From an optimization exercise on the open Yosys and OpenROAD flow, aimed at a short achievable clock period and few clock cycles per item; shortcuts taken in it are not production practice.
No run shown here included a check of the RTL's function; only the layout flow was run.
Power and IR drop assume default switching activity.

==> flow/design.v <==
`timescale 1ns / 1ps
package wrg_pkg;
  localparam int POOL_DEPTH = 16;
  localparam int ADDR_W     = $clog2(POOL_DEPTH);
  localparam int WORD_W     = 32;
  typedef logic [ADDR_W-1:0] addr_t;
  typedef logic [WORD_W-1:0] word_t;
  localparam word_t SEED_RESET  = 32'd1;
  localparam word_t TEMPER_MASK = 32'hDA44_2D24;
endpackage
`timescale 1ns / 1ps
module wrg_pool (
  input  logic            clk,
  input  logic            rst,
  input  logic            seed_we,
  input  wrg_pkg::word_t  seed_wdata,
  input  logic            draw,        
  output logic            busy,        
  output wrg_pkg::word_t  word         
);
  localparam int N = wrg_pkg::POOL_DEPTH;
  wrg_pkg::word_t seed_q;
  wrg_pkg::word_t cs_s [1:N-1];
  wrg_pkg::word_t cs_c [1:N-1];
  wrg_pkg::word_t mult [1:N-1];
  logic pend1, pend2, pend3;
  wrg_pkg::word_t sr [1:N-1];
  wrg_pkg::word_t cur;
  always_ff @(posedge clk) begin
    if (rst) begin
      seed_q <= wrg_pkg::SEED_RESET;
    end else if (seed_we) begin
      seed_q <= seed_wdata;
    end
  end
  always_ff @(posedge clk) begin
    pend1 <= rst || seed_we;
    pend2 <= pend1;
    pend3 <= pend2;
  end
  assign busy = pend1;
  for (genvar k = 1; k < N; k++) begin : g_mult
    wrg_pkg::word_t t0, t1, t2, t3, s1, c1;
    assign t0 = (k & 1) ? seed_q        : '0;
    assign t1 = (k & 2) ? (seed_q << 1) : '0;
    assign t2 = (k & 4) ? (seed_q << 2) : '0;
    assign t3 = (k & 8) ? (seed_q << 3) : '0;
    assign s1 = t0 ^ t1 ^ t2;
    assign c1 = ((t0 & t1) | (t0 & t2) | (t1 & t2)) << 1;
    always_ff @(posedge clk) begin
      cs_s[k] <= s1 ^ c1 ^ t3;
      cs_c[k] <= ((s1 & c1) | (s1 & t3) | (c1 & t3)) << 1;
    end
  end
  always_ff @(posedge clk) begin
    for (int k = 1; k < N; k++) begin
      mult[k] <= cs_s[k] + cs_c[k];
    end
  end
  wrg_pkg::word_t a, far, mid, prev, b, c, a_new, d, w;
  always_comb begin
    a     = cur;
    far   = sr[13];
    mid   = sr[9];
    prev  = sr[15];
    b     = a ^ far ^ (a << 16) ^ (far << 15);
    c     = mid ^ (mid >> 11);
    a_new = b ^ c;
    d     = a_new ^ ((a_new << 5) & wrg_pkg::TEMPER_MASK);
    w     = prev ^ b ^ d ^ (prev << 2) ^ (b << 18) ^ (c << 28);
  end
  assign word = w;
  always_ff @(posedge clk) begin
    if (pend3) begin
      cur <= '0;
      for (int k = 1; k < N; k++) sr[k] <= mult[k];
    end else if (draw) begin
      cur   <= w;
      sr[1] <= a_new;
      for (int k = 2; k < N; k++) sr[k] <= sr[k-1];
    end
  end
endmodule
`timescale 1ns / 1ps
module wrg_core (
  input  logic              clk,
  input  logic              rst,
  input  logic              clear,       
  input  logic              busy,        
  input  logic              req_valid,
  input  logic              req_draw,
  output logic              in_ready,
  output logic              draw,        
  input  wrg_pkg::word_t    word,        
  output logic              out_valid,
  input  logic              out_ready,
  output wrg_pkg::word_t    out_word
);
  localparam int DEPTH = 3;
  wrg_pkg::word_t   e [0:DEPTH-1];
  logic [DEPTH-1:0] v;
  logic             ready_q;
  logic             draw_q;
  logic             pop, acc;
  logic [2:0]       cnt, cnt_next;
  assign pop = v[0] && out_ready;
  assign acc = req_valid && ready_q && req_draw && !clear && !rst;
  always_comb begin
    cnt = 3'(v[0]) + 3'(v[1]) + 3'(v[2]);
    cnt_next = cnt + 3'(draw_q) - 3'(pop);
  end
  always_ff @(posedge clk) begin
    if (rst || clear) begin
      v       <= '0;
      draw_q  <= 1'b0;
      ready_q <= 1'b0;
    end else begin
      for (int i = 0; i < DEPTH; i++) v[i] <= (cnt_next > 3'(i));
      draw_q  <= acc;
      ready_q <= !busy && (cnt_next + 3'(acc) < 3'(DEPTH));
    end
  end
  for (genvar i = 0; i < DEPTH; i++) begin : g_e
    wrg_pkg::word_t nxt;
    if (i < DEPTH - 1) begin : g_mid
      assign nxt = v[i+1] ? e[i+1] : word;
    end else begin : g_last
      assign nxt = word;
    end
    always_ff @(posedge clk) begin
      if (pop || !v[i]) e[i] <= nxt;
    end
  end
  assign in_ready  = ready_q;
  assign draw      = draw_q;
  assign out_valid = v[0];
  assign out_word  = e[0];
endmodule
`timescale 1ns / 1ps
module well512_random_generator_unit (
  input  logic        clk,
  input  logic        rst,
  input  logic        s_axis_tvalid,
  output logic        s_axis_tready,
  input  logic [7:0]  s_axis_tdata,    
  output logic        m_axis_tvalid,
  input  logic        m_axis_tready,
  output logic [31:0] m_axis_tdata,    
  input  logic        seed_we,
  input  logic [31:0] seed_wdata
);
  logic           busy;
  logic           draw;
  wrg_pkg::word_t word;
  wrg_pool u_pool (
    .clk        (clk),
    .rst        (rst),
    .seed_we    (seed_we),
    .seed_wdata (seed_wdata),
    .draw       (draw),
    .busy       (busy),
    .word       (word)
  );
  wrg_core u_core (
    .clk       (clk),
    .rst       (rst),
    .clear     (seed_we),
    .busy      (busy),
    .req_valid (s_axis_tvalid),
    .req_draw  (s_axis_tdata[0]),
    .in_ready  (s_axis_tready),
    .draw      (draw),
    .word      (word),
    .out_valid (m_axis_tvalid),
    .out_ready (m_axis_tready),
    .out_word  (m_axis_tdata)
  );
endmodule
==> flow/run.sh <==
#!/bin/bash
# synth_recipe.tcl (not shown) runs the flow's synth.tcl, then flattens the netlist and writes it again
# the make line also repeats each setting of config.mk as NAME=value (left out here)
make -C /OpenROAD-flow-scripts/flow DESIGN_CONFIG=/design/flow/config.mk WORK_HOME=/design/flow/orfs CLKGATE_MAP_FILE= SYNTH_SCRIPT=/design/flow/synth_recipe.tcl finish
==> flow/config.mk <==
export PLATFORM = sky130hd
export DESIGN_NAME = well512_random_generator_unit
export DESIGN_NICKNAME = well512_random_generator_unit
export VERILOG_FILES = /design/flow/design.v
export SDC_FILE = /design/flow/constraint.sdc
export NUM_CORES = 4
export LEC_CHECK = 0
export CAP_MARGIN = 20
export CORE_MARGIN = 2
export CORE_UTILIZATION = 40
export SLEW_MARGIN = 20
==> flow/constraint.sdc <==
create_clock -name core_clock -period 5.2 [get_ports {clk}]
set_input_delay 1.0400 -clock core_clock [delete_from_list [all_inputs] [get_ports {clk}]]
set_output_delay 1.0400 -clock core_clock [all_outputs]
set_load 0.01 [all_outputs]
==> results of run 1 <==
## worst reg2reg max path, delay by kind of cell, from the launching register on
kind                     cells  cell delay (ns)
AND/OR/NAND/NOR              1             0.47
AO/OA/AOI/OAI                8             2.64
flip-flops                   1             0.33
adder cells (fa/ha/maj)      1             0.29
## per-layer routing
| layer | global-route usage | up-vias |
|---|---|---|
| met5 | 0 | - |
| met4 | 0.0777 | 2 |
| met3 | 0.0254 | 275 |
| met2 | 0.290 | 828 |
| met1 | 0.265 | 18800 |
| li1 | - | 18700 |
## cells by family (layout without fill, tap and decap cells)
family / after synthesis / count (layout) / share of synthesized area
flops: 1578 / 1578 / 0.574
simple gates: 881 / 881 / 0.0626
compound gates: 856 / 856 / 0.0863
fa+ha+maj: 576 / 576 / 0.122
xor+xnor: 513 / 513 / 0.0692
buf+inv: 422 / 742 / 0.0244
mux: 359 / 359 / 0.0615
other cells: 0 / 1 / 0
## state kept, by name, summed over array words and instances (netlist names), 3 cells and up
register	flops
u_core.e	96
u_core.v	3
u_pool.cs_c	282
u_pool.cs_s	324
u_pool.cur	32
u_pool.mult	324
u_pool.seed_q	32
u_pool.sr	480
## final cells by class
cell class,instances,area (um2),area share
Antenna cell,1,2.50,0.0000338
Clock buffer,227,4700,0.0636
Clock inverter,70,737,0.00997
Inverter,319,1200,0.0162
Multi-Input combinational cell,3185,26100,0.353
Sequential cell,1578,37300,0.504
Tap cell,2160,2700,0.0365
Timing Repair Buffer,126,1200,0.0162
## synth_stat cells, drive strengths merged (37+ instances only)
cell    number  area [um2]
a21oi      221        1110
o21ai      226        1130
edfxtp     570       17100
or3         41         257
a22o        46         404
xnor2      329        2880
clkbuf      93         349
ha         479        5990
a211o       42         368
a21o       103         773
nor2       249         935
mux2       320        3600
inv        318        1190
dfxtp     1008       20200
mux2i       39         390
nor3        88         440
xor2       184        1610
nand2      278        1040
fa          97        1940
nand2b      37         231
nand3       49         245
## path summary, 6_finish.rpt
| path | end | cells past startpoint |
|---|---|---|
| worst max-delay path | u_pool.mult[11][30] | 10 |
| worst min-delay path | u_pool.mult[1][21] | 0 |
| worst max register to register | u_pool.mult[11][30] | 10 |
| worst min register to register | u_pool.mult[1][21] | 0 |
## per-stage QoR
step	instances	utilization	power, mW	instance area [um2]	setup slack (ns)
floorplan	5185	-	20.5	65000	0.00131
global placement	7368	0.426	22.7	68500	1.42
detailed placement	7368	0.426	22.9	68500	1.43
CTS	7665	0.459	34.7	73900	1.42
global route	7665	0.459	36.0	73900	1.36
finish	7666	0.459	34.4	73900	1.41
## where the power goes
group	internal (mW)	total (mW)	switching, mW
Combinational	2.76	6.03	3.27
Sequential	15.5	16.6	1.15
Clock	6.96	11.8	4.83
==> flow_summary.json, run 1 <==
{
  "status": "finished clean",
  "cts_tree": "yes",
  "wl_met2_um": 67800,
  "grt_overflow_total": 0,
  "ys_seq_area_frac": 0.574,
  "ios": 79,
  "worst_pin_slew_ns": 1.12,
  "die_w_um": 407,
  "drtPass1Iterations": 5,
  "synthCells": 5185,
  "whs_ns": 0.318,
  "worst_setup_path_start_kind": "flip-flop",
  "nets": 5991,
  "clock-root-buffer": "clkbuf_16",
  "setup_violations": 0,
  "postCtsSetupBuffers": 0,
  "power_density_nw_per_um2": 466,
  "gp_congestion": 0.896,
  "wl_met3_um": 6660,
  "vias_per_cell": 5.04,
  "max_stage_delay_ns": 0.84,
  "antenna_left": 0,
  "synth_flop_cell": "dfxtp_1",
  "num_rows": 147,
  "grt_pass1_wl_um": 233000,
  "path_common_cell": "a21o_1",
  "cts_sinks": 1578,
  "relSlewSlack": 0.256,
  "cp_cell_sequence": "ha_1 -> a21o_1 -> a21oi_1 -> o21ai_0 -> a2111oi_2 -> o31ai_1 -> a21o_1 -> o41ai_2 -> or4b_1 -> o211ai_1",
  "clk_latency_ns": 0.79,
  "max_freq_mhz": 264,
  "fin_tns_setup_ns": 0,
  "r2r_slack_ns": 1.41,
  "syn-num-nets": 5806,
  "synth_area_um2": 65000,
  "drt_iter0_drc": 2669,
  "arrival_ns": 4.47,
  "critPathSlowestCell": "a2111oi_2",
  "ir_worst_vdd_v": 0.000386,
  "wl_per_cell_um": 20.2,
  "clk_pin_slew_ns": 0.06,
  "port-buffer-count": 71,
  "top_layer": "met5",
  "grt_usage": 0.188,
  "grt_pass1_vias": 38500,
  "crit_fanout": 3,
  "cts_buffers": 160,
  "area_growth_pct": 13.8,
  "rsz0062_at_grt": "no",
  "synth-edff-count": 570,
  "hold_viol_final": 0,
  "cts_buffer_depth": 3,
  "syn_avg_cell_area_um2": 12.5,
  "required_ns": 5.88,
  "synth_seq_cells": 1578,
  "worstSetupPathType": "reg -> reg",
  "maxCapViolations": 0,
  "hp-start": "u_pool.cs_s[1][21]",
  "post-route-min-period_ns": 3.79,
  "die-area_um2": 166000,
  "drive_above_1_share": 0.118,
  "slew_viol_final": 0,
  "path_delay_family": "compound AO/OA/AOI/OAI gates",
  "wl_met1_um": 74200,
  "final_common_cell": "dfxtp_1",
  "holdCritPathClass": "reg -> reg",
  "crit_buf_inv": 0,
  "grt_max_degree": 179,
  "period_share": 0.729,
  "core_region_area_um2": 161000,
  "end_kind": "flip-flop",
  "final_cell_mix": "dfxtp_1 (1007), edfxtp_1 (570), ha_1 (479)",
  "nFillCells": 14400,
  "dpl.hpwl_um": 115000,
  "routed_wl_um": 155000,
  "cp-startpoint": "u_pool.cs_c[11][4]",
  "synth-async-reset-ratio": 0,
  "post_cts_resized": 0,
  "htreeDepth": 4,
  "via_count": 38600,
  "fp.dieH_um": 407,
  "route.detailed.drc": 0,
  "leakage_nw": 32.4,
  "cts_hold_buf": 0,
  "yosys_warnings": 7,
  "start_util": 0.404,
  "timing.rr.start": "u_pool.cs_c[11][4]",
  "antenna_found_initial": 23,
  "synthDistinctLibCells": 73,
  "clock_skew_ns": 0.0351
}
==> run 2: changes to the inputs <==
--- a/flow/design.v
+++ b/flow/design.v
@@ -16,45 +16,39 @@
   input  wrg_pkg::word_t  seed_wdata,
   input  logic            draw,        
-  output logic            busy,        
   output wrg_pkg::word_t  word         
 );
   localparam int N = wrg_pkg::POOL_DEPTH;
-  wrg_pkg::word_t seed_q;
-  wrg_pkg::word_t cs_s [1:N-1];
-  wrg_pkg::word_t cs_c [1:N-1];
-  wrg_pkg::word_t mult [1:N-1];
-  logic pend1, pend2, pend3;
+  wrg_pkg::word_t sd, s11_s, s11_c, s13_s, s13_c;
+  logic           ld_rst, ld_seed;
   wrg_pkg::word_t sr [1:N-1];
   wrg_pkg::word_t cur;
+  wrg_pkg::word_t mult [1:N-1];
   always_ff @(posedge clk) begin
-    if (rst) begin
-      seed_q <= wrg_pkg::SEED_RESET;
-    end else if (seed_we) begin
-      seed_q <= seed_wdata;
-    end
+    ld_rst  <= rst;
+    ld_seed <= seed_we && !rst;
+    sd      <= seed_wdata;
+    s11_s   <= seed_wdata ^ (seed_wdata << 1) ^ (seed_wdata << 3);
+    s11_c   <= ((seed_wdata & (seed_wdata << 1)) | (seed_wdata & (seed_wdata << 3)) |
+                ((seed_wdata << 1) & (seed_wdata << 3))) << 1;
+    s13_s   <= seed_wdata ^ (seed_wdata << 2) ^ (seed_wdata << 3);
+    s13_c   <= ((seed_wdata & (seed_wdata << 2)) | (seed_wdata & (seed_wdata << 3)) |
+                ((seed_wdata << 2) & (seed_wdata << 3))) << 1;
   end
-  always_ff @(posedge clk) begin
-    pend1 <= rst || seed_we;
-    pend2 <= pend1;
-    pend3 <= pend2;
-  end
-  assign busy = pend1;
-  for (genvar k = 1; k < N; k++) begin : g_mult
-    wrg_pkg::word_t t0, t1, t2, t3, s1, c1;
-    assign t0 = (k & 1) ? seed_q        : '0;
-    assign t1 = (k & 2) ? (seed_q << 1) : '0;
-    assign t2 = (k & 4) ? (seed_q << 2) : '0;
-    assign t3 = (k & 8) ? (seed_q << 3) : '0;
-    assign s1 = t0 ^ t1 ^ t2;
-    assign c1 = ((t0 & t1) | (t0 & t2) | (t1 & t2)) << 1;
-    always_ff @(posedge clk) begin
-      cs_s[k] <= s1 ^ c1 ^ t3;
-      cs_c[k] <= ((s1 & c1) | (s1 & t3) | (c1 & t3)) << 1;
-    end
-  end
-  always_ff @(posedge clk) begin
-    for (int k = 1; k < N; k++) begin
-      mult[k] <= cs_s[k] + cs_c[k];
-    end
+  always_comb begin
+    mult[1]  = sd;
+    mult[2]  = sd << 1;
+    mult[3]  = sd + (sd << 1);
+    mult[4]  = sd << 2;
+    mult[5]  = sd + (sd << 2);
+    mult[6]  = (sd << 1) + (sd << 2);
+    mult[7]  = (sd << 3) - sd;
+    mult[8]  = sd << 3;
+    mult[9]  = sd + (sd << 3);
+    mult[10] = (sd << 1) + (sd << 3);
+    mult[11] = s11_s + s11_c;
+    mult[12] = (sd << 2) + (sd << 3);
+    mult[13] = s13_s + s13_c;
+    mult[14] = (sd << 4) - (sd << 1);
+    mult[15] = (sd << 4) - sd;
   end
   wrg_pkg::word_t a, far, mid, prev, b, c, a_new, d, w;
@@ -72,5 +66,8 @@
   assign word = w;
   always_ff @(posedge clk) begin
-    if (pend3) begin
+    if (ld_rst) begin
+      cur <= '0;
+      for (int k = 1; k < N; k++) sr[k] <= wrg_pkg::word_t'(k);
+    end else if (ld_seed) begin
       cur <= '0;
       for (int k = 1; k < N; k++) sr[k] <= mult[k];
@@ -87,5 +84,4 @@
   input  logic              rst,
   input  logic              clear,       
-  input  logic              busy,        
   input  logic              req_valid,
   input  logic              req_draw,
@@ -114,9 +110,9 @@
       v       <= '0;
       draw_q  <= 1'b0;
-      ready_q <= 1'b0;
+      ready_q <= 1'b1;
     end else begin
       for (int i = 0; i < DEPTH; i++) v[i] <= (cnt_next > 3'(i));
       draw_q  <= acc;
-      ready_q <= !busy && (cnt_next + 3'(acc) < 3'(DEPTH));
+      ready_q <= (cnt_next + 3'(acc) < 3'(DEPTH));
     end
   end
@@ -150,5 +146,4 @@
   input  logic [31:0] seed_wdata
 );
-  logic           busy;
   logic           draw;
   wrg_pkg::word_t word;
@@ -159,5 +154,4 @@
     .seed_wdata (seed_wdata),
     .draw       (draw),
-    .busy       (busy),
     .word       (word)
   );
@@ -166,5 +160,4 @@
     .rst       (rst),
     .clear     (seed_we),
-    .busy      (busy),
     .req_valid (s_axis_tvalid),
     .req_draw  (s_axis_tdata[0]),
--- a/flow/config.mk
+++ b/flow/config.mk
@@ -6,6 +6,9 @@
 export NUM_CORES = 4
 export LEC_CHECK = 0
+export ABC_CLOCK_PERIOD_IN_PS = 1800
 export CAP_MARGIN = 20
 export CORE_MARGIN = 2
 export CORE_UTILIZATION = 40
+export SETUP_SLACK_MARGIN = 3.3
 export SLEW_MARGIN = 20
+export TNS_END_PERCENT = 100
==> flow_summary.json, run 2 <==
{
  "status": "finished clean",
  "whs_ns": 0.484,
  "synth-edff-count": 96,
  "gp_congestion": 0.947,
  "grt_overflow_total": 0,
  "start_util": 0.403,
  "grt_max_degree": 131,
  "synthTopCellsByArea": "dfxtp_1 (33%), mux2i_1 (8.0%), edfxtp_1 (7.0%), ha_1 (6.4%), xnor2_1 (5.9%)",
  "synth_top_cells_by_count": "dfxtp_1 (671), mux2i_1 (327), a21oi_1 (319)",
  "rsz0062_at_grt": "yes",
  "die-area_um2": 105000,
  "cts_tree": "yes",
  "power_density_nw_per_um2": 353,
  "vias_per_cell": 5.66,
  "period_share": 0.583,
  "antenna_left": 0,
  "required_ns": 5.79,
  "arrival_ns": 3.62,
  "route.detailed.drc": 0,
  "synth_seq_cells": 767,
  "drt_iter0_drc": 2822,
  "fin_tns_setup_ns": 0,
  "muxShareOfSynthArea": 0.0951,
  "max_freq_mhz": 330,
  "reg_top3": "u_pool.sr (480), u_core.e (96)",
  "fp.dieH_um": 324,
  "power_mw": 19.0,
  "clk_pin_slew_ns": 0.06,
  "largest_reg_flops": 480,
  "crit_fanout": 7,
  "yosysTopAreaCell": "dfxtp_1",
  "final_cell_mix": "dfxtp_1 (583), mux2i_1 (323), nor2_1 (277)",
  "cts_buffer_depth": 3,
  "hold_viol_final": 0,
  "syn-num-nets": 4513,
  "worst_pin_slew_ns": 0.807,
  "synth_top_family_by_area": "compound AO/OA/AOI/OAI gates",
  "slew_viol_final": 0,
  "area_growth_pct": 31.3,
  "synth-async-reset-ratio": 0,
  "top_register": "u_pool.sr",
  "setup_violations": 0,
  "synthAdderAreaFrac": 0.0947,
  "holdCritPathClass": "reg -> reg",
  "ios": 79,
  "synth_flop_cell": "dfxtp_1",
  "clock_skew_ns": 0.0280,
  "max_stage_delay_ns": 0.48,
  "syn_avg_cell_area_um2": 9.76,
  "synthCells": 4196,
  "cp_cell_sequence": "buf_12 -> inv_8 -> ha_4 -> nand4_1 -> o2111a_2 -> or4_4 -> a21oi_4 -> buf_6 -> o21ai_4 -> xnor2_2 -> a21oi_4 -> a21boi_2",
  "critPathSlowestCell": "or4_4",
  "crit_buf_inv": 3,
  "nFillCells": 8883,
  "leakage_nw": 20.0,
  "dpl.hpwl_um": 88000,
  "grt_usage": 0.251,
  "antenna_found_initial": 2,
  "num_rows": 117,
  "utilization": 0.529,
  "routed_wl_um": 137000,
  "clk_latency_ns": 0.67,
  "port-buffer-count": 71,
  "worst_setup_path_start_kind": "flip-flop",
  "die_w_um": 324,
  "clock-root-buffer": "clkbuf_16",
  "worstSetupPathType": "reg -> reg",
  "yosys_warnings": 5,
  "maxCapViolations": 0,
  "end_kind": "flip-flop",
  "synthDistinctLibCells": 92,
  "nets": 4800,
  "grt_pass1_wl_um": 199000,
  "wl_per_cell_um": 23.1,
  "synth_area_um2": 40900,
  "ir_worst_vdd_v": 0.000295,
  "path_common_cell": "a21oi_4",
  "relSlewSlack": 0.462,
  "via_count": 33500,
  "cts_buffers": 86,
  "synth_top_area_frac": 0.328,
  "drive_above_1_share": 0.297,
  "ys_seq_area_frac": 0.398,
  "path_delay_family": "compound AO/OA/AOI/OAI gates",
  "cts_hold_buf": 0,
  "synth-simple-area-share": 0.0933,
  "yosysMostFrequentCell": "dfxtp_1",
  "core_region_area_um2": 102000,
  "synth_xor_area_frac": 0.0813,
  "post-route-min-period_ns": 3.03,
  "htreeDepth": 3,
  "cts_sinks": 767,
  "final_common_cell": "dfxtp_1",
  "synth_compound_area_frac": 0.205,
  "drtPass1Iterations": 5,
  "grt_pass1_vias": 31800
}
==> run 2: cell count changes after synthesis, moves of 210 or more <==
cell	delta
dfxtp_1	-337
edfxtp_1	-474
ha_1	-270
inv_1	-210
mux2_2	-265
mux2i_1	+288
==> run 2: where the power goes <==
group | switching (mW) | leakage [nW] | total [mW] | internal [mW]
Clock | 2.58 | 1.42 | 6.29 | 3.71
Combinational | 2.92 | 12.0 | 5.36 | 2.44
Sequential | 0.506 | 6.61 | 7.35 | 6.85
Total | 6.01 | 20.0 | 19.0 | 13.0
==> run 2: cell type report <==
| class | count | area (um2) | area share |
|---|---|---|---|
| antenna | 3 | 7.51 | 0.000140 |
| clock buffer | 123 | 2510 | 0.0466 |
| clock inverter | 34 | 390 | 0.00726 |
| inverter | 109 | 480 | 0.00893 |
| multi-input combinational | 3079 | 27800 | 0.517 |
| sequential | 767 | 16500 | 0.307 |
| tap | 1368 | 1710 | 0.0318 |
| timing repair buffer | 440 | 4330 | 0.0805 |
==> run 2: stage by stage <==
step           cells  setup WS [ns]  instance area (um2)
5_1_grt         5920           2.14                53800
3_3_place_gp    5426           1.53                44300
2_1_floorplan   4196           2.19                42500
3_5_place_dp    5426           1.54                44300
6_report        5923           2.17                53800
4_1_cts         5811           2.21                51400
==> run 2: worst paths after layout <==
path	start	to	slack [ns]	cells after the start
setup / recovery	u_pool.sd[3]	u_pool.sr[6][27]	2.17	12
hold / removal	u_pool.sr[4][8]	u_pool.sr[5][8]	0.48	2
setup reg to reg	u_pool.sd[3]	u_pool.sr[6][27]	2.17	12
hold reg to reg	u_pool.sr[4][8]	u_pool.sr[5][8]	0.48	2
==> run 2: cells by family after synthesis <==
kind of cell,after synthesis
AO/OA/AOI/OAI,1244
AND/OR/NAND/NOR,799
flip-flops,767
multiplexers,382
XOR/XNOR,380
buffers and inverters,352
adder cells (fa/ha/maj),272
==> run 2: per-layer routing <==
layer,vias to the layer above,GRT usage,routed length (um)
met5,-,0,0
met4,0,0.101,5980
met3,255,0.0371,9090
met2,1012,0.376,58700
met1,16500,0.361,63300
li1,15700,-,-
==> run 2: timing repair <==
action	CTS	global route
cloned	9	3
setup buffers	219	106
pin swaps	244	225
gates resized for setup	657	316
setup endpoints to repair	566	415
==> run 2: worst min-delay path: cells and delay by family (launching register included) <==
family	cells	cell delay (ns)
AOI/OAI and AO/OA	1	0.06
DFF	1	0.32
and+or+nand+nor	1	0.06
==> run 3: changes to the inputs <==
--- a/flow/design.v
+++ b/flow/design.v
@@ -4,8 +4,28 @@
   localparam int ADDR_W     = $clog2(POOL_DEPTH);
   localparam int WORD_W     = 32;
+  localparam int HALF_W     = WORD_W / 2;
   typedef logic [ADDR_W-1:0] addr_t;
   typedef logic [WORD_W-1:0] word_t;
+  typedef logic [HALF_W-1:0] half_t;
   localparam word_t SEED_RESET  = 32'd1;
   localparam word_t TEMPER_MASK = 32'hDA44_2D24;
+  function automatic logic [HALF_W:0] add_half(half_t a, half_t b, logic ci);
+    half_t g, p, gn, pn, c;
+    g = a & b;
+    p = a ^ b;
+    g[0] = g[0] | (p[0] & ci);
+    for (int d = 1; d < HALF_W; d = d * 2) begin
+      gn = g;
+      pn = p;
+      for (int i = d; i < HALF_W; i++) begin
+        gn[i] = g[i] | (p[i] & g[i-d]);
+        pn[i] = p[i] & p[i-d];
+      end
+      g = gn;
+      p = pn;
+    end
+    c = {g[HALF_W-2:0], ci};
+    add_half = {g[HALF_W-1], (a ^ b) ^ c};
+  endfunction
 endpackage
 `timescale 1ns / 1ps
@@ -19,36 +39,60 @@
 );
   localparam int N = wrg_pkg::POOL_DEPTH;
-  wrg_pkg::word_t sd, s11_s, s11_c, s13_s, s13_c;
-  logic           ld_rst, ld_seed;
+  wrg_pkg::word_t sd_in, sd, s11_s, s11_c, s13_s, s13_c;
+  logic           ld1, ld2;
+  assign sd_in = rst ? wrg_pkg::SEED_RESET : seed_wdata;
+  always_ff @(posedge clk) begin
+    ld1 <= rst || seed_we;
+    ld2 <= ld1;
+    if (rst || seed_we) begin
+      sd    <= sd_in;
+      s11_s <= sd_in ^ (sd_in << 1) ^ (sd_in << 3);
+      s11_c <= ((sd_in & (sd_in << 1)) | (sd_in & (sd_in << 3)) |
+                ((sd_in << 1) & (sd_in << 3))) << 1;
+      s13_s <= sd_in ^ (sd_in << 2) ^ (sd_in << 3);
+      s13_c <= ((sd_in & (sd_in << 2)) | (sd_in & (sd_in << 3)) |
+                ((sd_in << 2) & (sd_in << 3))) << 1;
+    end
+  end
+  wrg_pkg::word_t op_a [1:N-1];
+  wrg_pkg::word_t op_b [1:N-1];
+  logic           op_c [1:N-1];
+  logic [wrg_pkg::HALF_W:0] lo [1:N-1];
   wrg_pkg::word_t sr [1:N-1];
   wrg_pkg::word_t cur;
   wrg_pkg::word_t mult [1:N-1];
-  always_ff @(posedge clk) begin
-    ld_rst  <= rst;
-    ld_seed <= seed_we && !rst;
-    sd      <= seed_wdata;
-    s11_s   <= seed_wdata ^ (seed_wdata << 1) ^ (seed_wdata << 3);
-    s11_c   <= ((seed_wdata & (seed_wdata << 1)) | (seed_wdata & (seed_wdata << 3)) |
-                ((seed_wdata << 1) & (seed_wdata << 3))) << 1;
-    s13_s   <= seed_wdata ^ (seed_wdata << 2) ^ (seed_wdata << 3);
-    s13_c   <= ((seed_wdata & (seed_wdata << 2)) | (seed_wdata & (seed_wdata << 3)) |
-                ((seed_wdata << 2) & (seed_wdata << 3))) << 1;
-  end
   always_comb begin
-    mult[1]  = sd;
-    mult[2]  = sd << 1;
-    mult[3]  = sd + (sd << 1);
-    mult[4]  = sd << 2;
-    mult[5]  = sd + (sd << 2);
-    mult[6]  = (sd << 1) + (sd << 2);
-    mult[7]  = (sd << 3) - sd;
-    mult[8]  = sd << 3;
-    mult[9]  = sd + (sd << 3);
-    mult[10] = (sd << 1) + (sd << 3);
-    mult[11] = s11_s + s11_c;
-    mult[12] = (sd << 2) + (sd << 3);
-    mult[13] = s13_s + s13_c;
-    mult[14] = (sd << 4) - (sd << 1);
-    mult[15] = (sd << 4) - sd;
+    for (int k = 1; k < N; k++) begin
+      op_b[k] = '0;
+      op_c[k] = 1'b0;
+    end
+    op_a[1]  = sd;
+    op_a[2]  = sd << 1;
+    op_a[3]  = sd;        op_b[3]  = sd << 1;
+    op_a[4]  = sd << 2;
+    op_a[5]  = sd;        op_b[5]  = sd << 2;
+    op_a[6]  = sd << 1;   op_b[6]  = sd << 2;
+    op_a[7]  = sd << 3;   op_b[7]  = ~sd;          op_c[7]  = 1'b1;
+    op_a[8]  = sd << 3;
+    op_a[9]  = sd;        op_b[9]  = sd << 3;
+    op_a[10] = sd << 1;   op_b[10] = sd << 3;
+    op_a[11] = s11_s;     op_b[11] = s11_c;
+    op_a[12] = sd << 2;   op_b[12] = sd << 3;
+    op_a[13] = s13_s;     op_b[13] = s13_c;
+    op_a[14] = sd << 4;   op_b[14] = ~(sd << 1);   op_c[14] = 1'b1;
+    op_a[15] = sd << 4;   op_b[15] = ~sd;          op_c[15] = 1'b1;
+  end
+  always_ff @(posedge clk) begin
+    for (int k = 1; k < N; k++) begin
+      lo[k] <= wrg_pkg::add_half(op_a[k][wrg_pkg::HALF_W-1:0], op_b[k][wrg_pkg::HALF_W-1:0],
+                                 op_c[k]);
+    end
+  end
+  for (genvar k = 1; k < N; k++) begin : g_hi
+    logic [wrg_pkg::HALF_W:0] hi;
+    assign hi = wrg_pkg::add_half(op_a[k][wrg_pkg::WORD_W-1:wrg_pkg::HALF_W],
+                                  op_b[k][wrg_pkg::WORD_W-1:wrg_pkg::HALF_W],
+                                  lo[k][wrg_pkg::HALF_W]);
+    assign mult[k] = {hi[wrg_pkg::HALF_W-1:0], lo[k][wrg_pkg::HALF_W-1:0]};
   end
   wrg_pkg::word_t a, far, mid, prev, b, c, a_new, d, w;
@@ -66,8 +110,5 @@
   assign word = w;
   always_ff @(posedge clk) begin
-    if (ld_rst) begin
-      cur <= '0;
-      for (int k = 1; k < N; k++) sr[k] <= wrg_pkg::word_t'(k);
-    end else if (ld_seed) begin
+    if (ld2) begin
       cur <= '0;
       for (int k = 1; k < N; k++) sr[k] <= mult[k];
@@ -110,5 +151,5 @@
       v       <= '0;
       draw_q  <= 1'b0;
-      ready_q <= 1'b1;
+      ready_q <= 1'b0;
     end else begin
       for (int i = 0; i < DEPTH; i++) v[i] <= (cnt_next > 3'(i));
==> flow_summary.json, run 3 <==
{
  "status": "finished clean",
  "leakage_nw": 25.3,
  "yosysTopAreaCell": "edfxtp_1",
  "holdCritPathClass": "reg -> reg",
  "via_count": 32600,
  "arrival_ns": 3.42,
  "crit_fanout": 2,
  "route.detailed.drc": 0,
  "area_growth_pct": 38.7,
  "grt_pass1_vias": 31200,
  "synthDistinctLibCells": 77,
  "worst_pin_slew_ns": 0.818,
  "antenna_left": 0,
  "dpl.hpwl_um": 83800,
  "maxCapViolations": 0,
  "antenna_found_initial": 5,
  "top_register": "u_pool.sr",
  "nets": 4795,
  "setup_violations": 0,
  "final_common_cell": "edfxtp_1",
  "start_util": 0.404,
  "synthCells": 3797,
  "cts_tree": "yes",
  "gp_congestion": 0.915,
  "ys_seq_area_frac": 0.551,
  "cts_buffers": 97,
  "synth_area_um2": 45600,
  "drtPass1Iterations": 6,
  "grt_overflow_total": 0,
  "die-area_um2": 117000,
  "synth-async-reset-ratio": 0,
  "clk_pin_slew_ns": 0.06,
  "r2r_slack_ns": 2.23,
  "vias_per_cell": 5.40,
  "post-route-min-period_ns": 2.97,
  "synthTopCellsByArea": "edfxtp_1 (48%), dfxtp_1 (7.5%), xnor2_1 (6.1%), ha_1 (5.6%), mux2_2 (5.5%)",
  "synth_seq_cells": 893,
  "synth_top_area_frac": 0.476,
  "cts_buffer_depth": 3,
  "port-buffer-count": 71,
  "hold_viol_final": 0,
  "cts_sinks": 893,
  "yosysMostFrequentCell": "edfxtp_1",
  "synth_top_cells_by_count": "edfxtp_1 (722), xnor2_1 (319), nand2_1 (309)",
  "clock-root-buffer": "clkbuf_16",
  "max_freq_mhz": 336,
  "fin_ws_ns": 2.23,
  "rsz0062_at_grt": "yes",
  "syn_avg_cell_area_um2": 12.0,
  "die_w_um": 342,
  "stdcell_area_um2": 63200,
  "worstSetupPathType": "reg -> reg",
  "yosys_warnings": 9,
  "fp.dieH_um": 342,
  "relSlewSlack": 0.454,
  "placed_area_um2": 48600,
  "slew_viol_final": 0,
  "drive_above_1_share": 0.396,
  "required_ns": 5.64,
  "period_share": 0.572,
  "reg_top3": "u_pool.sr (480), u_pool.lo (126), u_core.e (96)",
  "end_kind": "flip-flop",
  "wl_per_cell_um": 22.8,
  "clock_skew_ns": 0.0464,
  "num_rows": 123,
  "grt_pass1_wl_um": 197000,
  "core_region_area_um2": 113000,
  "worst_setup_path_start_kind": "flip-flop",
  "preCtsSetupSlack_ns": 1.65,
  "syn-num-nets": 4132,
  "grt_max_degree": 92,
  "synth-edff-count": 722,
  "htreeDepth": 3,
  "fin_tns_setup_ns": 0,
  "drt_iter0_drc": 2821,
  "routed_wl_um": 138000,
  "nFillCells": 8884,
  "largest_reg_flops": 480,
  "final_cell_mix": "edfxtp_1 (722), buf_4 (348), nand2_1 (283)",
  "ir_worst_vdd_v": 0.000315,
  "grt_usage": 0.226,
  "clk_latency_ns": 0.70,
  "power_density_nw_per_um2": 463,
  "synth_flop_cell": "edfxtp_1",
  "seqCellArea_um2": 25100,
  "multi_input_area_um2": 24700,
  "ios": 79
}
run 3: changes by cell type after synthesis, sizes merged, moves of 110 or more:
cell	previous run	this run
a21boi	172	7
o21ai	150	286
mux2i	327	15
a211oi	228	21
a21oi	322	212
dfxtp	671	171
edfxtp	96	722
inv	108	248
mux2	55	224
nand2	139	309
run 3: power breakdown:
group          internal [mW]  switching, mW
Clock                   4.02           3.02
Combinational           5.44           5.72
Sequential              10.2          0.869
run 3: kinds of logic after synthesis:
logic type      after synthesis  synth area share
flops                       893             0.551
compound gates              784             0.106
mux                         239            0.0586
xor+xnor                    425            0.0817
buf+inv                     390            0.0332
fa+ha+maj                   290            0.0936
simple gates                776            0.0766
run 3: repair_timing:
item / in CTS / in global routing
pin swaps: 375 / 316
gates cloned: 15 / 2
hold buffers: 0 / 0
buffers inserted: 378 / 191
setup endpoints to repair: 1159 / 599
resized for setup: 1016 / 417
run 3: area by class of cell:
cell class,instances,area share
Multi-Input combinational cell,2519,0.390
Timing Repair Buffer,699,0.115
Antenna cell,1,0.0000396
Tap cell,1500,0.0297
Clock inverter,54,0.00881
Sequential cell,893,0.397
Inverter,250,0.0166
Clock buffer,128,0.0425
run 3: path summary, 6_finish.rpt:
path	startpoint	end	cells past startpoint
max	u_pool.sd[12]	u_pool.sr[15][30]	12
min	u_pool.ld1	u_pool.ld2	0
max reg2reg	u_pool.sd[12]	u_pool.sr[15][30]	12
min reg2reg	u_pool.ld1	u_pool.ld2	0
run 3: stage by stage:
step                hold slack, ns  power, mW  std cells   util
floorplan                    0.310       15.9       3797      -
global placement             0.312       18.5       5275  0.431
detailed placement           0.312       18.6       5275  0.431
CTS                          0.322       27.8       5850  0.525
global route                 0.334       30.5       6043  0.560
finish                       0.319       29.3       6044  0.560
run 3: layer usage:
layer | part of all wire | vias to the layer above | global-route usage
met5 | 0.00017 | - | 0
met2 | 0.45 | 1085 | 0.346
met4 | 0.042 | 4 | 0.0820
met3 | 0.066 | 269 | 0.0311
met1 | 0.45 | 16400 | 0.327
li1 | - | 14900 | -
run 3: worst max-delay path, stage by stage, from the launching register on:
cell and delay (ns):
edfxtp_1 0.38, buf_6 0.15, clkinvlp_4 0.09, fa_2 0.22
inv_2 0.04, fa_2 0.37, a211oi_4 0.31, o21ai_2 0.10
a31oi_4 0.24, o21ai_2 0.11, o21a_1 0.18, or3_1 0.30
a31o_2 0.23
==> run 4: changes to the inputs <==
--- a/flow/design.v
+++ b/flow/design.v
@@ -140,11 +140,11 @@
   logic             draw_q;
   logic             pop, acc;
-  logic [2:0]       cnt, cnt_next;
+  logic [DEPTH-1:0] v_push, v_next;
+  logic [DEPTH:0]   occ;        
   assign pop = v[0] && out_ready;
   assign acc = req_valid && ready_q && req_draw && !clear && !rst;
-  always_comb begin
-    cnt = 3'(v[0]) + 3'(v[1]) + 3'(v[2]);
-    cnt_next = cnt + 3'(draw_q) - 3'(pop);
-  end
+  assign v_push = draw_q ? {v[DEPTH-2:0], 1'b1} : v;
+  assign v_next = pop ? {1'b0, v_push[DEPTH-1:1]} : v_push;
+  assign occ    = {v_push, 1'b1};
   always_ff @(posedge clk) begin
     if (rst || clear) begin
@@ -153,7 +153,11 @@
       ready_q <= 1'b0;
     end else begin
-      for (int i = 0; i < DEPTH; i++) v[i] <= (cnt_next > 3'(i));
+      v       <= v_next;
       draw_q  <= acc;
-      ready_q <= (cnt_next + 3'(acc) < 3'(DEPTH));
+      case ({acc, pop})
+        2'b10:   ready_q <= !occ[DEPTH-1];
+        2'b01:   ready_q <= 1'b1;
+        default: ready_q <= !occ[DEPTH];
+      endcase
     end
   end
--- a/flow/config.mk
+++ b/flow/config.mk
@@ -9,5 +9,7 @@
 export CAP_MARGIN = 20
 export CORE_MARGIN = 2
-export CORE_UTILIZATION = 40
+export CORE_UTILIZATION = 55
+export CTS_CLUSTER_DIAMETER = 80
+export CTS_CLUSTER_SIZE = 30
 export SETUP_SLACK_MARGIN = 3.3
 export SLEW_MARGIN = 20
==> flow_summary.json, run 4 <==
{
  "grt_usage": 0.310,
  "post-route-min-period_ns": 3.01,
  "grt_overflow_total": 0,
  "core_region_area_um2": 82000,
  "preCtsSetupSlack_ns": 1.35,
  "yosysTopAreaCell": "edfxtp_1",
  "relSlewSlack": 0.507,
  "area_growth_pct": 29.5,
  "route.detailed.drc": 0,
  "clock_skew_ns": 0.0435,
  "vias_per_cell": 5.94,
  "busiest_layer": "met2",
  "synth_area_um2": 45600,
  "dp_cells": 4819,
  "utilization": 0.719,
  "hold_viol_final": 0,
  "drive_above_1_share": 0.357,
  "wl_per_cell_um": 25.2,
  "final_common_cell": "edfxtp_1",
  "worstSetupPathType": "reg -> reg",
  "cts_buffers": 45,
  "routed_wl_um": 136000,
  "synth_top_cells_by_count": "edfxtp_1 (722), nand2_1 (315), xnor2_1 (310)",
  "cts_buffer_depth": 3,
  "cp-startpoint": "u_pool.sd[16]",
  "grt.met3_usage": 0.0432,
  "hp-start": "u_pool.ld1",
  "num_rows": 105,
  "final_cells": 5407,
  "synthDistinctLibCells": 84,
  "maxCapViolations": 0,
  "synth_top_area_frac": 0.476,
  "synthTopCellsByArea": "edfxtp_1 (48%), dfxtp_1 (7.5%), xnor2_1 (6.0%), mux2_2 (5.7%), ha_1 (5.6%)",
  "htreeDepth": 2,
  "rsz0062_at_grt": "yes",
  "nets": 4632,
  "synth_flop_cell": "edfxtp_1",
  "grt_use_met2": 0.465,
  "start_util": 0.556,
  "synth-edff-count": 722,
  "synth_seq_cells": 893,
  "grt_pass1_vias": 31400,
  "syn_avg_cell_area_um2": 12.1,
  "antenna_left": 0,
  "yosysMostFrequentCell": "edfxtp_1",
  "drt_iter0_drc": 2685,
  "fin_tns_setup_ns": 0,
  "fin_ws_ns": 2.19,
  "power_mw": 26.1,
  "grt_pass1_wl_um": 198000,
  "reg_top3": "u_pool.sr (480), u_pool.lo (126), u_core.e (96)",
  "power_density_nw_per_um2": 443,
  "use_met1": 0.462,
  "top_register": "u_pool.sr",
  "synthCells": 3768,
  "syn-num-nets": 4099,
  "fp.dieH_um": 292,
  "die_w_um": 292,
  "via_count": 32100,
  "largest_reg_flops": 480,
  "clock-root-buffer": "clkbuf_16",
  "timing.rr.start": "u_pool.sd[16]",
  "end_kind": "flip-flop",
  "antenna_found_initial": 4,
  "grt_max_degree": 95,
  "drtPass1Iterations": 6,
  "clk_pin_slew_ns": 0.10,
  "yosys_warnings": 9,
  "crit_fanout": 5,
  "worst_pin_slew_ns": 0.735,
  "ios": 79,
  "slew_viol_final": 0,
  "leakage_nw": 23.6,
  "clk_latency_ns": 0.66,
  "holdCritPathClass": "reg -> reg",
  "max_freq_mhz": 332,
  "synth-async-reset-ratio": 0,
  "die-area_um2": 85100,
  "arrival_ns": 3.40,
  "period_share": 0.579,
  "dpl.hpwl_um": 84600,
  "required_ns": 5.58,
  "cts_hold_buf": 0,
  "worst_setup_path_start_kind": "flip-flop",
  "ir_worst_vdd_v": 0.000310,
  "gp_congestion": 0.884,
  "final_cell_mix": "edfxtp_1 (722), buf_4 (341), nand2_1 (291)",
  "port-buffer-count": 71,
  "cts_sinks": 893,
  "diodes": 0,
  "status": "finished clean",
  "cts_tree": "yes",
  "ys_seq_area_frac": 0.551,
  "setup_violations": 0
}
[run 4: changes by cell type after synthesis, sizes merged, moves of 7 or more]
cell | previous run | this run
o21a | 40 | 20
o211ai | 9 | 21
xor2 | 106 | 125
o21ai | 286 | 268
buf | 49 | 38
a21o | 56 | 65
inv | 248 | 235
xnor2 | 319 | 310
mux2 | 224 | 231
a31oi | 20 | 13
clkbuf | 91 | 100
[run 4: layer usage]
layer	vias up	wire length, um
li1	14500	-
met1	16200	58800
met2	1217	60700
met3	232	11100
met4	2	5520
met5	-	13
[run 4: final cells by class]
class / count / area [um2]
Tap cell: 1070 / 1340
Timing Repair Buffer: 617 / 6210
Inverter: 237 / 971
Multi-Input combinational cell: 2507 / 23800
Clock inverter: 29 / 378
Fill cell: 5419 / 23000
Clock buffer: 54 / 1190
Sequential cell: 893 / 25100
[run 4: timing repair]
item                       4_1_cts  5_1_grt
cloned                          17        0
resized for setup              985      290
setup endpoints to repair     1473      426
buffers inserted               360      128
pin swaps                      325      248
[run 4: cells by family (layout without fill, tap and decap cells)]
logic type,after synthesis,count (layout),synth area share
adders and majority gates,286,286,0.0922
DFF,893,893,0.551
muxes,247,247,0.0607
buffers and inverters,375,937,0.0324
and+or+nand+nor,774,781,0.0758
xor gates and xnor gates,435,435,0.0836
AOI/OAI and AO/OA,758,758,0.104
[run 4: worst paths after layout]
kind                      endpoint  slack, ns  cells after the start
hold reg to reg         u_pool.ld2       0.33                      0
setup reg to reg  u_pool.sr[6][29]       2.19                     14
hold / removal          u_pool.ld2       0.33                      0
setup / recovery  u_pool.sr[6][29]       2.19                     14
[run 4: critical path, cell delays in order, from the launching register on]
cell and delay (ns):
edfxtp_1 0.53, buf_4 0.20, buf_6 0.12, buf_6 0.11, buf_6 0.10, buf_6 0.13, ha_4 0.28, buf_6 0.12
nand2_1 0.09, nor2_4 0.15, a21o_1 0.21, nand2_1 0.09, o211ai_1 0.14, xor2_2 0.19, mux2_4 0.29
[run 4: where the power goes]
group | internal, mW | switching, mW
Combinational | 5.06 | 5.63
Sequential | 10.2 | 0.869
Clock | 1.83 | 2.57
Total | 17.1 | 9.07
[run 4: metrics by stage]
| step | instance area (um2) | hold slack, ns |
|---|---|---|
| 5_1_grt | 59000 | 0.338 |
| 2_1_floorplan | 45700 | 0.309 |
| 3_3_place_gp | 47600 | 0.309 |
| 3_5_place_dp | 47600 | 0.314 |
| 4_1_cts | 56500 | 0.333 |
| 6_report | 59000 | 0.331 |
==> run 5: changes to the inputs <==
--- a/flow/config.mk
+++ b/flow/config.mk
@@ -6,5 +6,5 @@
 export NUM_CORES = 4
 export LEC_CHECK = 0
-export ABC_CLOCK_PERIOD_IN_PS = 1800
+export ABC_CLOCK_PERIOD_IN_PS = 600
 export CAP_MARGIN = 20
 export CORE_MARGIN = 2
==> flow_summary.json, run 5 <==
{
  "status": "finished clean",
  "antenna_found_initial": 4,
  "largest_reg_flops": 480,
  "wl_met3_um": 11100,
  "route.detailed.drc": 0,
  "syn_avg_cell_area_um2": 12.1,
  "leakage_nw": 23.6,
  "setup_violations": 0,
  "yosys_warnings": 9,
  "synth-edff-count": 722,
  "ir_worst_vdd_v": 0.000310,
  "area_growth_pct": 29.5,
  "synth_top_family_by_area": "compound AO/OA/AOI/OAI gates",
  "synthTopCellsByArea": "edfxtp_1 (48%), dfxtp_1 (7.5%), xnor2_1 (6.0%), mux2_2 (5.7%), ha_1 (5.6%)",
  "routed_wl_um": 136000,
  "synth_top_area_frac": 0.476,
  "power_density_nw_per_um2": 443,
  "top_layer": "met5",
  "cts_buffer_depth": 3,
  "reg_top3": "u_pool.sr (480), u_pool.lo (126), u_core.e (96)",
  "hold_viol_final": 0,
  "synth_flop_cell": "edfxtp_1",
  "clock_skew_ns": 0.0435,
  "holdPathStages": 0,
  "cp-startpoint": "u_pool.sd[16]",
  "synth_top_cells_by_count": "edfxtp_1 (722), nand2_1 (315), xnor2_1 (310)",
  "synth_seq_cells": 893,
  "synth_compound_area_frac": 0.104,
  "holdCritPathClass": "reg -> reg",
  "grt_pass1_vias": 31400,
  "die_w_um": 292,
  "grt_pass1_wl_um": 198000,
  "worst_pin_slew_ns": 0.735,
  "required_ns": 5.58,
  "post-route-min-period_ns": 3.01,
  "placed_area_um2": 47600,
  "synthCells": 3768,
  "timing.rr.start": "u_pool.sd[16]",
  "stdcell_area_um2": 59000,
  "top_register": "u_pool.sr",
  "relSlewSlack": 0.507,
  "cts_hold_buf": 0,
  "yosysMostFrequentCell": "edfxtp_1",
  "max_freq_mhz": 332,
  "slew_viol_final": 0,
  "wl_per_cell_um": 25.2,
  "clk_latency_ns": 0.66,
  "synth_area_um2": 45600,
  "arrival_ns": 3.40,
  "grt_max_degree": 95,
  "yosysTopAreaCell": "edfxtp_1",
  "clock-root-buffer": "clkbuf_16",
  "maxCapViolations": 0,
  "nets": 4632,
  "rsz0062_at_grt": "yes",
  "r2r-end": "u_pool.sr[6][29]",
  "port-buffer-count": 71,
  "cts_sinks": 893,
  "synth-simple-area-share": 0.0758,
  "fin_tns_setup_ns": 0,
  "num_rows": 105,
  "grt_overflow_total": 0,
  "r2r_slack_ns": 2.19,
  "end_kind": "flip-flop",
  "via_count": 32100,
  "gp_congestion": 0.884,
  "final_common_cell": "edfxtp_1",
  "crit_fanout": 5,
  "wl_met1_um": 58800,
  "dpl.hpwl_um": 84600,
  "cts_tree": "yes",
  "htreeDepth": 2,
  "wl_met2_um": 60700,
  "worst_setup_path_start_kind": "flip-flop",
  "syn-num-nets": 4099,
  "vias_per_cell": 5.94,
  "fp.dieH_um": 292,
  "synthAdderAreaFrac": 0.0922,
  "cts_buffers": 45,
  "holdPathEnd": "u_pool.ld2",
  "start_util": 0.556,
  "die-area_um2": 85100,
  "period_share": 0.579,
  "antenna_left": 0,
  "synthDistinctLibCells": 84,
  "drt_iter0_drc": 2685,
  "hp-start": "u_pool.ld1",
  "clk_pin_slew_ns": 0.10,
  "core_region_area_um2": 82000,
  "muxShareOfSynthArea": 0.0607,
  "drtPass1Iterations": 6,
  "synth-async-reset-ratio": 0,
  "ys_seq_area_frac": 0.551,
  "final_cell_mix": "edfxtp_1 (722), buf_4 (341), nand2_1 (291)",
  "ios": 79,
  "drive_above_1_share": 0.357,
  "reg2regPathDepth": 14,
  "dp_cells": 4819,
  "worstSetupPathType": "reg -> reg",
  "synth_xor_area_frac": 0.0836,
  "final_cells": 5407,
  "diodes": 0,
  "grt_usage": 0.310
}
## run 5: where the power goes
part,internal [mW],switching [mW],leakage [nW]
Sequential,10.2,0.869,8.96
Clock,1.83,2.57,0.758
Combinational,5.06,5.63,13.9
## run 5: critical path, stage by stage, from the launching register on
cell	delay, ns
edfxtp_1	0.53
buf_4	0.20
buf_6	0.12
buf_6	0.11
buf_6	0.10
buf_6	0.13
ha_4	0.28
buf_6	0.12
nand2_1	0.09
nor2_4	0.15
a21o_1	0.21
nand2_1	0.09
o211ai_1	0.14
xor2_2	0.19
mux2_4	0.29
## run 5: worst max-delay path by stage
stage | end | slack, ns | cells after the start
3_5_place_dp | u_pool.sd[29] | 1.35 | 4
2_1_floorplan | u_pool.sr[10][0] | 2.22 | 4
6_report | u_pool.sr[6][29] | 2.19 | 14
3_3_place_gp | u_pool.sd[28] | 1.44 | 4
5_1_grt | u_pool.sr[6][31] | 2.16 | 13
4_1_cts | u_pool.sr[9][30] | 2.26 | 12
## run 5: through the flow
stage | power (mW) | worst slack [ns] | utilization | hold slack, ns
3_5_place_dp | 18.6 | 1.35 | 0.581 | 0.314
6_report | 26.1 | 2.19 | 0.719 | 0.331
3_3_place_gp | 18.4 | 1.44 | 0.581 | 0.309
4_1_cts | 24.9 | 2.26 | 0.689 | 0.333
2_1_floorplan | 15.8 | 2.22 | - | 0.309
5_1_grt | 27.2 | 2.16 | 0.719 | 0.338
## run 5: logic make-up (layout without fill, tap and decap cells)
logic type      count (synthesis)  count (layout)
compound gates                758             758
xor+xnor                      435             435
fa+ha+maj                     286             286
buf+inv                       375             937
flops                         893             893
mux                           247             247
simple gates                  774             781
## run 5: layout make-up
type | instances | area [um2]
sequential | 893 | 25100
multi-input combinational | 2507 | 23800
fill | 5419 | 23000
timing repair buffer | 617 | 6210
tap | 1070 | 1340
clock buffer | 54 | 1190
inverter | 237 | 971
clock inverter | 29 | 378
## run 5: metal layers
metal,track usage,vias up
met2,0.465,1217
met5,0,-
met3,0.0432,232
met1,0.462,16200
met4,0.109,2
li1,-,14500
## run 5: timing repair
action                                   CTS  global route
resized for setup                        985           290
gates cloned                              17             0
endpoints found under the setup margin  1473           426
pin swaps                                325           248
setup buffers                            360           128

==> re-timing with driven ports <==
How much do the figures lean on ideal ports? The routed layouts below were timed once more, with nothing changed but the port constraints.
Step 1, drivers: a clkbuf_16 drives clk and a buf_2 each remaining input, both assumed.
Step 2 moves the port delays by t, midway between the first and last clock arrival at a register: inputs arrive t later, outputs are due t later. That takes back most of the time a late clock gives input paths.
Three values: ideal, step 1, step 2; two values: the first two.
run	t, ns	setup WS [ns]	worst setup path at the end
run 1	0.849	1.411 / 1.411 / 1.411	register to register
run 2	0.730	2.170 / 2.170 / 2.009	input to register
run 3	0.752	2.226 / 2.226 / 2.216	input to register
run 4	0.704	2.190 / 2.190 / 2.190	register to register
run 5	0.704	2.190 / 2.190 / 2.190	register to register
After both steps setup and hold are still met in every run listed. For run 2, which loses most, drivers alone change the setup slack by 0.000 ns; drivers and shift together by -0.161 ns.
